From an optimization exercise on the open Yosys and OpenROAD flow, aimed at small area, a short achievable clock period and few clock cycles per item; shortcuts taken in it are not production practice. The RTL was checked by simulation tests, not by an equivalence proof against the original design. Power and IR drop assume default switching activity.

$ cat design.v
package tcprto_pkg;
  localparam int PRIM_W   = 25;
  localparam int FALL_W   = 24;
  localparam int TICK_W   = 24;
  localparam int STATE_W  = 32;
  localparam int SHIFT_W  = 3;
  localparam int IN_DATA_W  = 56;
  localparam int OUT_DATA_W = 88;
  localparam int CFG_IDX_W  = 2;
  localparam int CFG_DATA_W = 24;
  typedef enum logic [CFG_IDX_W-1:0] {
    REG_ALPHA_SHIFT = 2'd0,
    REG_BETA_SHIFT  = 2'd1,
    REG_CLOCK_GRAN  = 2'd2,
    REG_RTO_LIMIT   = 2'd3
  } cfg_reg_t;
  localparam logic [SHIFT_W-1:0] ALPHA_SHIFT_RST = 3'd3;
  localparam logic [SHIFT_W-1:0] BETA_SHIFT_RST  = 3'd2;
  localparam logic [TICK_W-1:0]  CLOCK_GRAN_RST  = 24'd1;
  localparam logic [TICK_W-1:0]  RTO_LIMIT_RST   = 24'd60;
  localparam int STATE_INIT_TICKS = 3;
endpackage
module tcp_rto_estimator_core #(
  parameter int TIME_BITS = 24,
  parameter int FRAC_BITS = 8
) (
  input  logic                                   clk,
  input  logic                                   rst_n,
  input  logic                                   in_tvalid,
  output logic                                   in_tready,
  input  logic [tcprto_pkg::IN_DATA_W-1:0]       in_tdata,
  output logic                                   out_tvalid,
  input  logic                                   out_tready,
  output logic [tcprto_pkg::OUT_DATA_W-1:0]      out_tdata,
  input  logic                                   cfg_valid,
  output logic                                   cfg_ready,
  input  logic [tcprto_pkg::CFG_IDX_W-1:0]       cfg_index,
  input  logic [tcprto_pkg::CFG_DATA_W-1:0]      cfg_data
);
  localparam int TW = tcprto_pkg::TICK_W;
  localparam int SW = tcprto_pkg::STATE_W;
  localparam logic [SW-1:0] STATE_INIT =
    SW'(tcprto_pkg::STATE_INIT_TICKS) << FRAC_BITS;
  function automatic logic [35:0] add36(input logic [35:0] a,
                                        input logic [35:0] b,
                                        input logic        ci);
    logic [35:0] p, g, pp, gg;
    begin
      p  = a ^ b;
      g  = a & b;
      gg = g;
      pp = p;
      gg[0] = g[0] | (p[0] & ci);
      for (int l = 0; l < 6; l++) begin
        for (int i = 0; i < 36; i++) begin
          if (((i >> l) & 1) == 1) begin
            gg[i] = gg[i] | (pp[i] & gg[((i >> l) << l) - 1]);
            pp[i] = pp[i] & pp[((i >> l) << l) - 1];
          end
        end
      end
      add36 = p ^ {gg[34:0], ci};
    end
  endfunction
  function automatic logic [61:0] cadd31(input logic [30:0] a,
                                         input logic [30:0] b);
    logic [30:0] p, g, pp, gg;
    begin
      p  = a ^ b;
      g  = a & b;
      gg = g;
      pp = p;
      for (int l = 0; l < 5; l++) begin
        for (int i = 0; i < 31; i++) begin
          if (((i >> l) & 1) == 1) begin
            gg[i] = gg[i] | (pp[i] & gg[((i >> l) << l) - 1]);
            pp[i] = pp[i] & pp[((i >> l) << l) - 1];
          end
        end
      end
      cadd31 = {p ^ {gg[29:0] | pp[29:0], 1'b1}, p ^ {gg[29:0], 1'b0}};
    end
  endfunction
  logic [tcprto_pkg::SHIFT_W-1:0] alpha_r;
  logic [tcprto_pkg::SHIFT_W-1:0] beta_r;
  logic [TW-1:0]                  gran_r;
  logic [TW-1:0]                  limit_r;
  logic [tcprto_pkg::SHIFT_W-1:0] alpha_n_r;
  logic [tcprto_pkg::SHIFT_W-1:0] beta_n_r;
  assign cfg_ready = 1'b1;
  always_ff @(posedge clk) begin
    if (!rst_n) begin
      alpha_r <= tcprto_pkg::ALPHA_SHIFT_RST;
      beta_r  <= tcprto_pkg::BETA_SHIFT_RST;
      alpha_n_r <= ~tcprto_pkg::ALPHA_SHIFT_RST;
      beta_n_r  <= ~tcprto_pkg::BETA_SHIFT_RST;
      gran_r  <= tcprto_pkg::CLOCK_GRAN_RST;
      limit_r <= tcprto_pkg::RTO_LIMIT_RST;
    end else if (cfg_valid) begin
      case (cfg_index)
        tcprto_pkg::REG_ALPHA_SHIFT: begin
          alpha_r   <= cfg_data[tcprto_pkg::SHIFT_W-1:0];
          alpha_n_r <= ~cfg_data[tcprto_pkg::SHIFT_W-1:0];
        end
        tcprto_pkg::REG_BETA_SHIFT: begin
          beta_r    <= cfg_data[tcprto_pkg::SHIFT_W-1:0];
          beta_n_r  <= ~cfg_data[tcprto_pkg::SHIFT_W-1:0];
        end
        tcprto_pkg::REG_CLOCK_GRAN:  gran_r  <= cfg_data[TW-1:0];
        default:                     limit_r <= cfg_data[TW-1:0];
      endcase
    end
  end
  logic v0_r, v1_r, vb_r, v2_r, v3_r, skid_v_r, rdy_r;
  logic adv, in_fire;
  assign adv       = !v3_r || out_tready;
  assign in_fire   = in_tvalid && rdy_r;
  assign in_tready = rdy_r;
  always_ff @(posedge clk) begin
    if (!rst_n) begin
      v0_r     <= 1'b0;
      v1_r     <= 1'b0;
      vb_r     <= 1'b0;
      v2_r     <= 1'b0;
      v3_r     <= 1'b0;
      skid_v_r <= 1'b0;
      rdy_r    <= 1'b1;
    end else if (adv) begin
      v0_r     <= skid_v_r || in_fire;
      v1_r     <= v0_r;
      vb_r     <= v1_r;
      v2_r     <= vb_r;
      v3_r     <= v2_r;
      skid_v_r <= 1'b0;
      rdy_r    <= 1'b1;
    end else if (in_fire) begin
      skid_v_r <= 1'b1;
      rdy_r    <= 1'b0;
    end
  end
  logic [TW-1:0] ticks_in;
  logic [TW-1:0] t0_r;
  logic [TW-1:0] skid_r;
  assign ticks_in = in_tdata[tcprto_pkg::PRIM_W-1] ?
                    in_tdata[tcprto_pkg::PRIM_W +: tcprto_pkg::FALL_W] :
                    in_tdata[TW-1:0];
  always_ff @(posedge clk) begin
    if (adv) t0_r <= skid_v_r ? skid_r : ticks_in;
    if (!skid_v_r) skid_r <= ticks_in;
  end
  logic [SW-1:0] srtt_r;
  logic [TW-1:0] t1_r;
  logic          ge1_r;
  logic [SW-1:0] m1, ms1, xs1, xlow_mask;
  logic          ge1, nz1;
  logic [SW-1:0] s1_s, s1_c;
  logic [61:0]   w1;
  logic [SW-1:0] srtt_nxt;
  always_comb begin
    m1        = {t0_r, 8'd0};
    ms1       = m1 >> ~alpha_n_r;
    xs1       = srtt_r >> alpha_r;
    xlow_mask = ~({SW{1'b1}} << alpha_r);
    ge1       = m1 >= srtt_r;
    nz1       = (srtt_r & xlow_mask) != '0;
    s1_s      = srtt_r ^ ~xs1 ^ ms1;
    s1_c      = (srtt_r & ~xs1) | (srtt_r & ms1) | (~xs1 & ms1);
    w1        = cadd31(s1_s[SW-1:1], s1_c[SW-2:0]);
    srtt_nxt[SW-1:1] = (!(ge1 && nz1) && s1_s[0]) ? w1[61:31] : w1[30:0];
    srtt_nxt[0]      = s1_s[0] ^ !(ge1 && nz1);
  end
  always_ff @(posedge clk) begin
    if (!rst_n) begin
      srtt_r <= STATE_INIT;
    end else if (adv && v0_r) begin
      srtt_r <= srtt_nxt;
    end
  end
  always_ff @(posedge clk) begin
    if (adv && v0_r) begin
      t1_r  <= t0_r;
      ge1_r <= ge1;
    end
  end
  logic [SW-1:0] dev_r;
  logic [SW-1:0] srttb_r;
  logic [SW-1:0] dev_nxt;
  always_comb begin
    dev_nxt = SW'(add36({4'd0, srtt_r ^ {SW{ge1_r}}},
                        {4'd0, {t1_r, 8'd0} ^ {SW{!ge1_r}}}, 1'b1));
  end
  always_ff @(posedge clk) begin
    if (adv && v1_r) begin
      dev_r   <= dev_nxt;
      srttb_r <= srtt_r;
    end
  end
  logic [SW-1:0] rttvar_r;
  logic [SW-1:0] srtt2_r;
  logic [SW-1:0] vs2, ds2, low_mask2, dl2, vl2;
  logic          ge2, lt2, gt2;
  logic [SW-1:0] s2_s, s2_c, rttvar_nxt;
  logic [61:0]   w2;
  logic          up2;
  always_comb begin
    vs2        = rttvar_r >> beta_r;
    ds2        = dev_r >> ~beta_n_r;
    low_mask2  = ~({SW{1'b1}} << beta_r);
    dl2        = dev_r & low_mask2;
    vl2        = rttvar_r & low_mask2;
    ge2        = dev_r >= rttvar_r;
    lt2        = dl2[6:0] < vl2[6:0];
    gt2        = dl2[6:0] > vl2[6:0];
    s2_s       = rttvar_r ^ ~vs2 ^ ds2;
    s2_c       = (rttvar_r & ~vs2) | (rttvar_r & ds2) | (~vs2 & ds2);
    w2         = cadd31(s2_s[SW-1:1], s2_c[SW-2:0]);
    up2        = ge2 ? (!lt2 && s2_s[0]) : (gt2 || s2_s[0]);
    rttvar_nxt[SW-1:1] = up2 ? w2[61:31] : w2[30:0];
    rttvar_nxt[0]      = s2_s[0] ^ !(ge2 ? lt2 : gt2);
  end
  always_ff @(posedge clk) begin
    if (!rst_n) begin
      rttvar_r <= STATE_INIT;
    end else if (adv && vb_r) begin
      rttvar_r <= rttvar_nxt;
    end
  end
  always_ff @(posedge clk) begin
    if (adv && vb_r) srtt2_r <= srttb_r;
  end
  logic          sel_g, nz3;
  logic [35:0]   fv3, a_s, a_c, a_sum, b_sum;
  logic [26:0]   r3;
  logic [TW-1:0] rto_nxt;
  logic [TW-1:0] rto_r;
  logic [SW-1:0] srtt_out_r;
  logic [SW-1:0] rttvar_out_r;
  always_comb begin
    sel_g = {2'b00, gran_r} > rttvar_r[SW-1:6];
    fv3   = {2'b00, rttvar_r, 2'b00};
    a_s   = {4'd0, srtt2_r} ^ fv3 ^ 36'd255;
    a_c   = ({4'd0, srtt2_r} & fv3) | ({4'd0, srtt2_r} & 36'd255) | (fv3 & 36'd255);
    a_sum = add36(a_s, {a_c[34:0], 1'b0}, 1'b0);
    nz3   = srtt2_r[7:0] != 8'd0;
    b_sum = add36({12'd0, srtt2_r[SW-1:8]}, {12'd0, gran_r}, nz3);
    r3    = sel_g ? b_sum[26:0] : a_sum[34:8];
    rto_nxt = (r3 > {3'd0, limit_r}) ? limit_r : r3[TW-1:0];
  end
  always_ff @(posedge clk) begin
    if (adv && v2_r) begin
      rto_r        <= rto_nxt;
      srtt_out_r   <= srtt2_r;
      rttvar_out_r <= rttvar_r;
    end
  end
  assign out_tvalid = v3_r;
  assign out_tdata  = {rttvar_out_r, srtt_out_r, rto_r};
endmodule
$ cat flow/run.sh
#!/bin/bash
# standard layout; the resizer aims for setup slack well above zero, and the
# port buffers are the smallest plain buffer
bash standard.sh SETUP_SLACK_MARGIN=11.5 BUFFER_PORTS_ARGS="-buffer_cell sky130_fd_sc_hd__buf_1" finish > standard_flow.log 2>&1
$ cat config.mk
export PLATFORM = sky130hd
export DESIGN_NAME = tcp_rto_estimator_core
export DESIGN_NICKNAME = tcp_rto_estimator_core
export VERILOG_FILES = /design/flow/design.v
export SDC_FILE = /design/flow/constraint.sdc
export NUM_CORES = 4
export LEC_CHECK = 0
export ABC_AREA = 1
export CAP_MARGIN = 20
export CORE_MARGIN = 2
export CORE_UTILIZATION = 40
export SLEW_MARGIN = 20
$ cat standard.sh
#!/bin/bash
# synth_recipe.tcl (not shown) runs the flow's synth.tcl, then flattens the netlist and writes it again
# the make line also repeats each setting of config.mk as NAME=value (left out here)
make -C /OpenROAD-flow-scripts/flow DESIGN_CONFIG=/design/flow/config.mk WORK_HOME=/design/flow/orfs CLKGATE_MAP_FILE= SYNTH_SCRIPT=/design/flow/synth_recipe.tcl "${@:-finish}"
$ cat constraint.sdc
create_clock -name core_clock -period 16.0 [get_ports {clk}]
set_input_delay 3.2000 -clock core_clock [delete_from_list [all_inputs] [get_ports {clk}]]
set_output_delay 3.2000 -clock core_clock [all_outputs]
set_load 0.01 [all_outputs]
==> results.cfg, run 1 <==
[setup_path]
path_max_fanout = 6
path_class = reg -> reg
worstPathRequired_ps = 16450
worst_path_most_repeated_cell = nand2_1
crit_arrival_ps = 5010
cp_slowest_cell = edfxtp_1
worst_setup_path_start_kind = flip-flop
r2r_slack_ps = 11440
cp_slowest_stage_delay_ps = 500
crit_start = srtt2_r[17]$_DFFE_PP_
timing.rr.start = srtt2_r[17]$_DFFE_PP_
r2r-end = rto_r[1]$_DFFE_PP_
rr_worst_depth = 23
crit_path_end_kind = flip-flop
crit_chain = buf_4 -> ha_1 -> a21oi_1 -> o21ai_1 -> a21oi_2 -> nand2_8 -> fa_2 -> xnor2_2 -> o21ai_2 -> ha_1 -> nand2_2 -> inv_2 -> o21ai_2 -> nand2_1 -> a31oi_1 -> nand2_1 -> nand2_1 -> a21oi_2 -> o21bai_2 -> buf_6 -> clkbuf_16 -> nand3_1 -> nand2_1

[logic_synthesis]
synthCells = 4033
ys_types = 56
synth.avg_cell_area_sq_um = 7.51
ys_warn_count = 1
syn-cell-area_sq_um = 30300
ys_seq_area_share_pct = 33.4
ys_seq_elements = 388
syn-num-nets = 4477

[grt]
grt_antenna_before_repair = 0
grt_max_degree = 66
grt.total_usage_pct = 22.6
grt_pass1_vias = 25600
grt_pass1_wl_microns = 139000
grt-ovfl-total = 0

[routing]
routed_wl_microns = 89500
drc = 0
via_per_inst = 5.20
drt_first_pass_iters = 6
vias = 27000
wl_per_cell_microns = 17.2
drtAntennaViolNets = 0
drt_iter0_markers = 2031

[floorplan]
die_w_microns = 279
initial_core_util_pct = 40.5
dieArea_sq_um = 77900
io-pin-count = 178
fp-row-count = 100
die_y_microns = 279
fp.coreArea_sq_um = 74700

[layout]
flow.area_growth_from_synthesis_pct = 13.3
drive_gt1_share_pct = 7.41
most-common-layout-cells = nand2_1, inv_1, o21ai_0
diodes = 0
nNetsFinal = 4632
fillers = 7592
postLayoutCellArea_sq_um = 34300
layout_commonest_cell = nand2_1
fin_cells = 5195

[placed_design]
hpwl_microns = 68000
pre_cts_slack_ps = 10660
place_area_sq_um = 31800
port_buffers = 169
globalplace.congestion = 0.943
dp.cells = 5060

[worst_hold_path]
min_to = srtt2_r[16]$_DFFE_PP_
hold_class = reg -> reg
min_path_cells = 0
min-delay-start = srttb_r[16]$_DFFE_PP_

[timing]
max_freq_mhz = 219
fin_skew_ps = 33.4
max_slew_margin_pct = 30.8
fin_crit_ps = 4560
setup_viol = 0
grt_setup_unrepaired = yes
hold_violations = 0
tns_ps = 0
worst_pin_slew_ps = 1040
period_share_pct = 28.5
slew_viol_final = 0
setup_slack_ps = 11440

[job]
drv_cap = 0

[clocking]
root_buffer = clkbuf_16
cts_made_buffers = 46
cts.sinks = 388
clk_path_buf_depth = 3
cts_tree = yes
ctsHtreeMaxLevel = 2
ctsHoldBuffers = 0
clkLatencyLatePin_ps = 620
clk_pin_slew_ps = 60

[pwr]
vdd_drop_max_v = 0.0000810
powerDensity_nw_per_um2 = 125
leakagePower_nw = 15.7

[run_status]
status = timing/DRC/antenna clean
[where the power goes]
part           internal (W)  switching, W  total (W)  leakage [nW]
combinational      0.000695       0.00122    0.00191          11.5
sequential          0.00115     0.0000813    0.00123          3.47
clock              0.000690      0.000454    0.00114         0.804
[cells by family after synthesis]
family / Yosys count / synth area share (%)
compound gates: 798 / 14.5
xor+xnor: 96 / 2.78
mux: 31 / 1.03
other cells: 1 / 0.0124
simple gates: 1686 / 23.1
flops: 388 / 33.4
buf+inv: 676 / 8.69
fa+ha+maj: 357 / 16.5
[timing repair]
action / 4_1_cts / 5_1_grt
pin swaps: 12 / 28
endpoints found under the hold margin: 0 / 0
setup buffers: 20 / 19
resized for setup: 69 / 77
setup endpoints to repair: 110 / 124
cloned: 4 / 6
[cells in the mapped netlist, drive strengths merged]
cell type / number / share of area (%)
o211a: 1 / 0.033
clkinv: 6 / 0.074
nor3b: 1 / 0.025
conb: 1 / 0.012
o21bai: 14 / 0.36
inv: 527 / 6.5
clkbuf: 104 / 1.3
a31oi: 22 / 0.48
or2: 10 / 0.21
a21o: 15 / 0.37
nand3: 250 / 4.2
o22ai: 6 / 0.12
edfxtp: 233 / 23
a21oi: 300 / 5.1
dfxtp: 155 / 10
nand4: 24 / 0.50
o21ai: 367 / 6.1
o221ai: 5 / 0.14
o21a: 9 / 0.22
nor4: 2 / 0.041
o211ai: 25 / 0.64
a211oi: 6 / 0.15
mux2i: 31 / 1.0
fa: 72 / 4.8
o311ai: 1 / 0.087
nand3b: 10 / 0.25
ha: 285 / 12
o2111ai: 12 / 0.35
nor2: 273 / 3.5
a21boi: 14 / 0.35
nand2: 1075 / 14
and2: 3 / 0.062
a31o: 1 / 0.029
nor3: 38 / 0.73
xor2: 50 / 1.4
buf: 39 / 0.78
xnor2: 46 / 1.3
[metrics by stage]
stage / hold WS, ps / power (W) / util (%)
3_5_place_dp: 406 / 0.00305 / 42.5
3_3_place_gp: 404 / 0.00303 / 42.5
2_1_floorplan: 400 / 0.00265 / -
4_1_cts: 392 / 0.00423 / 45.3
5_1_grt: 400 / 0.00464 / 45.9
6_report: 395 / 0.00429 / 45.9
[sequential cells by signal, indices dropped and copies added, names as in the netlist, 32 cells and up]
register and cells:
dev_r 32, rttvar_out_r 32, rttvar_r 32, srtt2_r 32
srtt_out_r 32, srtt_r 32, srttb_r 32
[worst max path at each step]
stage,end,depth (start not counted)
4_1_cts,srtt_r[19]$_SDFFE_PN0P_,19
3_3_place_gp,v1_r$_SDFFE_PN0N_,8
5_1_grt,rto_r[0]$_DFFE_PP_,28
3_5_place_dp,limit_r[10]$_SDFFE_PN0P_,7
2_1_floorplan,rto_r[0]$_DFFE_PP_,2
6_report,rto_r[1]$_DFFE_PP_,23
[worst max-delay path, delay by kind of cell (launching register included)]
kind | cells | cell delay [ps]
AOI/OAI and AO/OA | 8 | 1490
adders and majority gates | 3 | 1020
buffers and inverters | 4 | 650
and+or+nand+nor | 7 | 610
DFF | 1 | 500
xor gates and xnor gates | 1 | 140
[final cells by class]
class                   instances  area (sq um)  share of cell area, %
multi-input cells            2972         17900                   52.2
flip-flops and latches        388         10100                   29.6
inverters                     533          2040                   5.95
repair buffers                243          1320                   3.84
clock buffers                  61          1300                   3.79
well taps                     969          1210                   3.53
clock inverters                25           354                   1.03
repair inverters                4          30.0                 0.0875
[layer usage]
metal | vias to the layer above | global-route usage [%] | wire length (microns)
met2 | 766 | 38.7 | 41900
li1 | 13700 | - | -
met1 | 12400 | 29.3 | 39000
met4 | 0 | 8.81 | 3780
met5 | - | 0 | 0
met3 | 157 | 2.38 | 4810
Testbench counts, summed over its fixed seeds: cycles 24,040, items 24,000.
==> run 2: changes to the inputs <==
--- a/design.v
+++ b/design.v
@@ -85,27 +85,17 @@
   logic [tcprto_pkg::SHIFT_W-1:0] beta_r;
   logic [TW-1:0]                  gran_r;
   logic [TW-1:0]                  limit_r;
-  logic [tcprto_pkg::SHIFT_W-1:0] alpha_n_r;
-  logic [tcprto_pkg::SHIFT_W-1:0] beta_n_r;
   assign cfg_ready = 1'b1;
   always_ff @(posedge clk) begin
     if (!rst_n) begin
       alpha_r <= tcprto_pkg::ALPHA_SHIFT_RST;
       beta_r  <= tcprto_pkg::BETA_SHIFT_RST;
-      alpha_n_r <= ~tcprto_pkg::ALPHA_SHIFT_RST;
-      beta_n_r  <= ~tcprto_pkg::BETA_SHIFT_RST;
       gran_r  <= tcprto_pkg::CLOCK_GRAN_RST;
       limit_r <= tcprto_pkg::RTO_LIMIT_RST;
     end else if (cfg_valid) begin
       case (cfg_index)
-        tcprto_pkg::REG_ALPHA_SHIFT: begin
-          alpha_r   <= cfg_data[tcprto_pkg::SHIFT_W-1:0];
-          alpha_n_r <= ~cfg_data[tcprto_pkg::SHIFT_W-1:0];
-        end
-        tcprto_pkg::REG_BETA_SHIFT: begin
-          beta_r    <= cfg_data[tcprto_pkg::SHIFT_W-1:0];
-          beta_n_r  <= ~cfg_data[tcprto_pkg::SHIFT_W-1:0];
-        end
+        tcprto_pkg::REG_ALPHA_SHIFT: alpha_r <= cfg_data[tcprto_pkg::SHIFT_W-1:0];
+        tcprto_pkg::REG_BETA_SHIFT:  beta_r  <= cfg_data[tcprto_pkg::SHIFT_W-1:0];
         tcprto_pkg::REG_CLOCK_GRAN:  gran_r  <= cfg_data[TW-1:0];
         default:                     limit_r <= cfg_data[TW-1:0];
       endcase
@@ -158,7 +148,7 @@
   logic [SW-1:0] srtt_nxt;
   always_comb begin
     m1        = {t0_r, 8'd0};
-    ms1       = m1 >> ~alpha_n_r;
+    ms1       = m1 >> alpha_r;
     xs1       = srtt_r >> alpha_r;
     xlow_mask = ~({SW{1'b1}} << alpha_r);
     ge1       = m1 >= srtt_r;
@@ -204,7 +194,7 @@
   logic          up2;
   always_comb begin
     vs2        = rttvar_r >> beta_r;
-    ds2        = dev_r >> ~beta_n_r;
+    ds2        = dev_r >> beta_r;
     low_mask2  = ~({SW{1'b1}} << beta_r);
     dl2        = dev_r & low_mask2;
     vl2        = rttvar_r & low_mask2;
==> run 2 against run 1 <==
Still clean. Sequential share of layout area fell by 0.26 points. Hold slack improved by 21 ps. Wire length rose by 0.79%. Largest cell class unchanged. Highest routed layer unchanged.
==> results.cfg, run 2 <==
[floorplan]
dieArea_sq_um = 76900
die_w_microns = 277
fp.coreArea_sq_um = 74200
fp-row-count = 100
die_y_microns = 277
io-pin-count = 178
initial_core_util_pct = 40.3

[logic_synthesis]
ys_warn_count = 1
yosysTopAreaCellShare_pct = 23.4
async_flop_share_pct = 0
syn-cell-area_sq_um = 29900
synth_ff_type = edfxtp_1
synth_edf_count = 233
synthCells = 3980
synth.area.top_cells = edfxtp_1, nand2_1, ha_1, dfxtp_1, inv_1
yosysMostFrequentCell = nand2_1
synth_top_area_cell = edfxtp_1
ys_types = 61
synth.avg_cell_area_sq_um = 7.51
ys_seq_elements = 382
ys_seq_area_share_pct = 33.4
synth_common_cells = nand2_1, inv_1, o21ai_0, a21oi_1, ha_1
syn-num-nets = 4424

[pwr]
powerDensity_nw_per_um2 = 126
leakagePower_nw = 15.6
vdd_drop_max_v = 0.0000834

[grt]
grt_antenna_before_repair = 0
grt_max_degree = 69
grt-ovfl-total = 0
grt_pass1_vias = 25100
grt_pass1_wl_microns = 138000
grt.total_usage_pct = 22.6

[setup_path]
worst_setup_path_start_kind = flip-flop
crit_family = flip-flops
crit_start = srtt_out_r[2]$_DFFE_PP_
timing.rr.start = srtt2_r[7]$_DFFE_PP_
path_class = reg -> out
cp_slowest_stage_delay_ps = 490
crit_arrival_ps = 1280
path_max_fanout = 1
cp_slowest_cell = edfxtp_1
crit_chain = buf_6
worst-path-buf-inv = 1
worstPathRequired_ps = 12800
crit_path_end_kind = primary output

[layout]
drive_gt1_share_pct = 7.99
flow.area_growth_from_synthesis_pct = 14.4
layout_commonest_cell = nand2_1
seq_area_sq_um = 10000
fin_util_pct = 46.1
postLayoutCellArea_sq_um = 34200
nNetsFinal = 4584
multiInputGateArea_sq_um = 17900
fillers = 7460
most-common-layout-cells = nand2_1, inv_1, o21ai_0
diodes = 0

[clocking]
ctsHoldBuffers = 0
clkLatencyLatePin_ps = 620
root_buffer = clkbuf_16
cts_made_buffers = 47
ctsHtreeMaxLevel = 2
cts_tree = yes
clk_pin_slew_ps = 60
cts.sinks = 382
clk_path_buf_depth = 3

[timing]
worst_pin_slew_ps = 1020
max_freq_mhz = 223
slew_viol_final = 0
grt_setup_unrepaired = yes
period_share_pct = 28.0
fin_crit_ps = 4480
fin_skew_ps = 42.8
hold_violations = 0
setup_slack_ps = 11520
setup_viol = 0
tns_ps = 0
max_slew_margin_pct = 31.8
hold_ws_ps = 416

[routing]
highest_layer = met4
drc = 0
wl_per_cell_microns = 17.5
via_per_inst = 5.25
drt_iter0_markers = 1902
wl_met1_microns = 39500
routed_wl_microns = 90200
wl_met3_microns = 4580
vias = 27000
drtAntennaViolNets = 0
drt_first_pass_iters = 7
routed-wl-met2_microns = 43700

[job]
drv_cap = 0

[placed_design]
hpwl_microns = 66300
place_area_sq_um = 31300
globalplace.congestion = 0.904
port_buffers = 169
pre_cts_slack_ps = 9940

[worst_hold_path]
min-delay-start = srttb_r[11]$_DFFE_PP_
hold_class = reg -> reg

[run_status]
status = timing/DRC/antenna clean
==> run 2: cell types whose count changed after synthesis, moves of 7 or more <==
cell     previous run  this run
nand4_1            24        15
a21oi_1           291       299
o21ai_0           357       346
nand2_1          1057      1012
inv_1             522       505
buf_4               4        11
a21oi_2             9         1
nor2_1            268       280
nand3_1           244       267
nand2_2            11        20
a31oi_1            21        10
==> run 2: kinds of logic (layout without fill, tap and decap cells) <==
logic type	Yosys count	count (layout)	share of synthesized area, %
fa+ha+maj	357	357	16.8
flops	382	382	33.4
mux	37	37	1.24
buf+inv	658	853	8.58
xor+xnor	89	89	2.61
compound gates	776	776	14.1
other cells	1	1	0.0125
simple gates	1680	1684	23.3
==> run 2: through the flow <==
stage          cells  total power, W
2_1_floorplan   3980         0.00266
3_3_place_gp    5001         0.00303
3_5_place_dp    5001         0.00306
4_1_cts         5108         0.00422
5_1_grt         5148         0.00466
6_report        5148         0.00431
==> run 2: cell type report <==
| cell class | instances | area share (%) |
|---|---|---|
| Clock buffer | 61 | 3.71 |
| Clock inverter | 27 | 1.05 |
| Inverter | 516 | 5.75 |
| Multi-Input combinational cell | 2944 | 52.5 |
| Sequential cell | 382 | 29.3 |
| Tap cell | 969 | 3.55 |
| Timing Repair Buffer | 246 | 4.10 |
| Timing Repair inverter | 3 | 0.0659 |
==> run 2: power by group <==
part	internal (W)	switching, W	total, W
clock network	0.000678	0.000445	0.00112
registers	0.00113	0.0000792	0.00121
logic	0.000711	0.00126	0.00197
total	0.00252	0.00179	0.00431
==> run 2: what timing repair did <==
item                       CTS  global route
setup endpoints to repair  173           155
pin swaps                    9            35
buffers inserted            16            34
resized for setup           71           121
gates cloned                 3             6
==> run 2: layer usage <==
layer	global-route usage, %	up-vias
met5	0	-
met4	6.79	0
met3	2.16	129
met2	39.1	781
met1	29.8	12600
li1	-	13500
==> run 2: worst paths after layout <==
| check | to | slack (ps) | cells after the start |
|---|---|---|---|
| worst max-delay path | out_tdata[26] | 11520 | 1 |
| worst min-delay path | srtt2_r[11]$_DFFE_PP_ | 420 | 0 |
| worst max register to register | rto_r[9]$_DFFE_PP_ | 11580 | 26 |
| worst min register to register | srtt2_r[11]$_DFFE_PP_ | 420 | 0 |
Testbench counts of run 2, summed over its fixed seeds: cycles 24,040, items 24,000.
==> run 3: changes to the inputs <==
==> flow/run.sh (replaced) <==
#!/bin/bash
# standard layout; the resizer aims for setup slack well above zero, and the
# port buffers are the smallest plain buffer
bash standard.sh SETUP_SLACK_MARGIN=11.2 BUFFER_PORTS_ARGS="-buffer_cell sky130_fd_sc_hd__buf_1" finish > standard_flow.log 2>&1
--- a/config.mk
+++ b/config.mk
@@ -5,7 +5,6 @@
 export SDC_FILE = /design/flow/constraint.sdc
 export NUM_CORES = 4
 export LEC_CHECK = 0
-export ABC_AREA = 1
 export CAP_MARGIN = 20
 export CORE_MARGIN = 2
 export CORE_UTILIZATION = 40
==> run 3 against run 2 <==
Total power increased by 15%. Still clean on timing, DRC and antenna. Critical endpoint is now rto_r[4]$_DFFE_PP_. Via count shrank 18%. Wire length shrank 9.0%. Worst setup slack got worse by 1300 ps.
==> results.cfg, run 3 <==
[timing]
period_share_pct = 36.3
worst_pin_slew_ps = 961
fin_crit_ps = 5800
grt_setup_unrepaired = yes
fin_skew_ps = 26.5
tns_ps = 0
setup_viol = 0
setup_slack_ps = 10200
max_freq_mhz = 172
hold_violations = 0
hold_ws_ps = 418
slew_viol_final = 0
max_slew_margin_pct = 35.8

[pwr]
vdd_drop_max_v = 0.0000898
power_frac_comb_pct = 52.5
power_switching_w = 0.00202
seqPwrFrac_pct = 27.2
leakagePower_nw = 13.5
totalPowerFinal_w = 0.00497
p_int_w = 0.00295
p_clk_share_pct = 20.3
powerDensity_nw_per_um2 = 156
swShare_pct = 40.6

[logic_synthesis]
synth_edf_count = 233
ys_seq_elements = 382
ys_types = 78
synth.avg_cell_area_sq_um = 9.67
synth.area.top_cells = edfxtp_1, ha_1, dfxtp_1, mux2i_1, fa_1
synth_ff_type = edfxtp_1
synth_common_cells = nand2_1, ha_1, a21oi_1, edfxtp_1, inv_1
synthCells = 2856
yosysTopAreaCellShare_pct = 25.3
yosysMostFrequentCell = nand2_1
syn-cell-area_sq_um = 27600
synth_top_area_cell = edfxtp_1
async_flop_share_pct = 0
syn-num-nets = 3300
ys_warn_count = 1
ys_seq_area_share_pct = 36.1

[floorplan]
die_w_microns = 267
initial_core_util_pct = 40.3
io-pin-count = 178
dieArea_sq_um = 71200
fp.coreArea_sq_um = 68500
fp-row-count = 96
die_y_microns = 267

[run_status]
status = timing/DRC/antenna clean

[routing]
vias = 22100
drc = 0
via_per_inst = 5.61
drt_first_pass_iters = 5
wl_per_cell_microns = 20.8
drt_iter0_markers = 1702
routed_wl_microns = 82100
drtAntennaViolNets = 0

[clocking]
cts.sinks = 382
ctsHoldBuffers = 0
cts_made_buffers = 44
clkLatencyLatePin_ps = 600
ctsHtreeMaxLevel = 2
clk_pin_slew_ps = 60
root_buffer = clkbuf_16
cts_tree = yes
clk_path_buf_depth = 3

[layout]
most-common-layout-cells = nand2_1, ha_1, a21oi_1
layout_commonest_cell = nand2_1
drive_gt1_share_pct = 11.5
diodes = 0
fin_util_pct = 46.5
flow.area_growth_from_synthesis_pct = 15.2
nNetsFinal = 3473
fillers = 6404

[setup_path]
path_class = reg -> reg
worst-path-buf-inv = 1
path_max_fanout = 11
cp_slowest_stage_delay_ps = 500
worst_path_most_repeated_cell = a21o_1
cp_slowest_cell = a2111oi_2
crit_chain = inv_1 -> ha_1 -> a21o_1 -> a21oi_1 -> a2bb2oi_1 -> a2111oi_2 -> o21ai_1 -> or2_4 -> o21ai_0 -> ha_1 -> a21o_1 -> a21o_1 -> a211o_1 -> a21o_1 -> a21o_1 -> a221oi_2 -> o21ai_1 -> a211o_4 -> nand2_8 -> mux2_2
crit_family = compound AO/OA/AOI/OAI gates
crit_path_end_kind = flip-flop
worst_setup_path_start_kind = flip-flop
crit_arrival_ps = 6140
worstPathRequired_ps = 16340

[grt]
grt_antenna_before_repair = 1
grt_pass1_wl_microns = 124000
grt-ovfl-total = 0
grt_pass1_vias = 21800
grt_max_degree = 86
grt.total_usage_pct = 22.4

[placed_design]
port_buffers = 169
pre_cts_slack_ps = 9650
globalplace.congestion = 0.921
hpwl_microns = 59800

[worst_hold_path]
hold_class = reg -> reg

[job]
drv_cap = 0
run 3: cell type report:
type | instances | area [sq um] | share of cell area, %
clock inverters | 21 | 230 | 0.724
well taps | 882 | 1100 | 3.47
flip-flops and latches | 382 | 10000 | 31.6
inverters | 220 | 858 | 2.70
repair buffers | 245 | 1530 | 4.81
multi-input cells | 2136 | 16800 | 52.9
clock buffers | 61 | 1210 | 3.82
run 3: power groups by stage:
stage | registers [W] | logic (W) | clock network [W]
2_1_floorplan | 0.00128 | 0.00187 | 0
3_3_place_gp | 0.00137 | 0.00224 | 0
3_5_place_dp | 0.00137 | 0.00230 | 0
4_1_cts | 0.00135 | 0.00247 | 0.00103
5_1_grt | 0.00136 | 0.00291 | 0.00107
6_report | 0.00135 | 0.00261 | 0.00101
run 3: worst paths after layout:
path | endpoint | slack (ps) | cells past startpoint | startpoint
worst max-delay path | rto_r[4]$_DFFE_PP_ | 10200 | 20 | rttvar_r[25]$_SDFFE_PN0P_
worst min register to register | srtt2_r[8]$_DFFE_PP_ | 420 | 0 | srttb_r[8]$_DFFE_PP_
worst min-delay path | srtt2_r[8]$_DFFE_PP_ | 420 | 0 | srttb_r[8]$_DFFE_PP_
worst max register to register | rto_r[4]$_DFFE_PP_ | 10200 | 20 | rttvar_r[25]$_SDFFE_PN0P_
run 3: metal layers:
| metal | part of all wire (%) | wire length (microns) | track usage (%) | vias up |
|---|---|---|---|---|
| met5 | 0.015 | 12 | 0 | - |
| met4 | 3.9 | 3240 | 8.97 | 2 |
| met3 | 5.7 | 4720 | 3.01 | 175 |
| met2 | 47 | 39000 | 37.4 | 731 |
| met1 | 43 | 35200 | 29.4 | 10700 |
| li1 | - | - | - | 10600 |
run 3: per-stage QoR:
stage / area (sq um) / cells
2_1_floorplan: 27700 / 2856
3_3_place_gp: 29100 / 3806
3_5_place_dp: 29100 / 3806
4_1_cts: 31200 / 3917
5_1_grt: 31800 / 3947
6_report: 31800 / 3947
run 3: timing repair:
item,CTS,global route
setup buffers,22,26
pin swaps,10,33
cloned,7,4
hold endpoints to repair,0,0
resized for setup,98,73
endpoints found under the setup margin,90,53
run 3: logic make-up (layout without fill, tap and decap cells):
kind of cell / count (synthesis) / in the layout / share of synthesized area, %
AND/OR/NAND/NOR: 744 / 748 / 12.2
flip-flops: 382 / 382 / 36.1
adder cells (fa/ha/maj): 357 / 357 / 18.1
other: 1 / 1 / 0.0136
buffers and inverters: 342 / 547 / 4.78
AO/OA/AOI/OAI: 635 / 635 / 13.9
XOR/XNOR: 147 / 147 / 4.66
multiplexers: 248 / 248 / 10.2
run 3: worst reg2reg max path: stages, from the launching register on:
cell and delay (ps):
dfxtp_2 460, inv_1 160, ha_1 330, a21o_1 140, a21oi_1 70, a2bb2oi_1 150
a2111oi_2 500, o21ai_1 270, or2_4 400, o21ai_0 340, ha_1 320, a21o_1 180
a21o_1 170, a211o_1 300, a21o_1 180, a21o_1 220, a221oi_2 310, o21ai_1 150
a211o_4 400, nand2_8 150, mux2_2 360

static timing again, ports no longer ideal:
The results above use ideal ports. As a check the final layouts listed here were re-extracted and re-timed, cells and wires unchanged.
Step 1 (the two cells are an assumption about what drives the block):
set clk [get_ports {clk}]
set_driving_cell -lib_cell sky130_fd_sc_hd__clkbuf_16 $clk
set_driving_cell -lib_cell sky130_fd_sc_hd__buf_2 [delete_from_list [all_inputs] $clk]
Step 2 moves the port delays by t, midway between the first and last clock arrival at a register: inputs arrive t later, outputs are due t later. That takes back most of the time a late clock gives input paths.
a / b / c = ideal / step 1 / step 2; a / b = the first two.
run | t (ns) | slack for setup (ns) | hold WS [ns] | worst data-port slew with drivers (ns) | pins driven straight from the clock port
run 1 | 0.663 | 11.439 / 11.439 / 10.991 | 0.395 / 0.395 / 0.395 | 0.05 | 1
run 2 | 0.657 | 11.522 / 11.461 / 10.958 | 0.416 / 0.416 / 0.416 | 0.04 | 1
run 3 | 0.644 | 10.199 / 10.199 / 10.199 | 0.418 / 0.418 / 0.418 | 0.05 | 1
After both steps setup and hold are still met in every run listed. The setup slack of run 2, which loses most, moves by -0.061 ns with the drivers and by -0.564 ns with both steps.
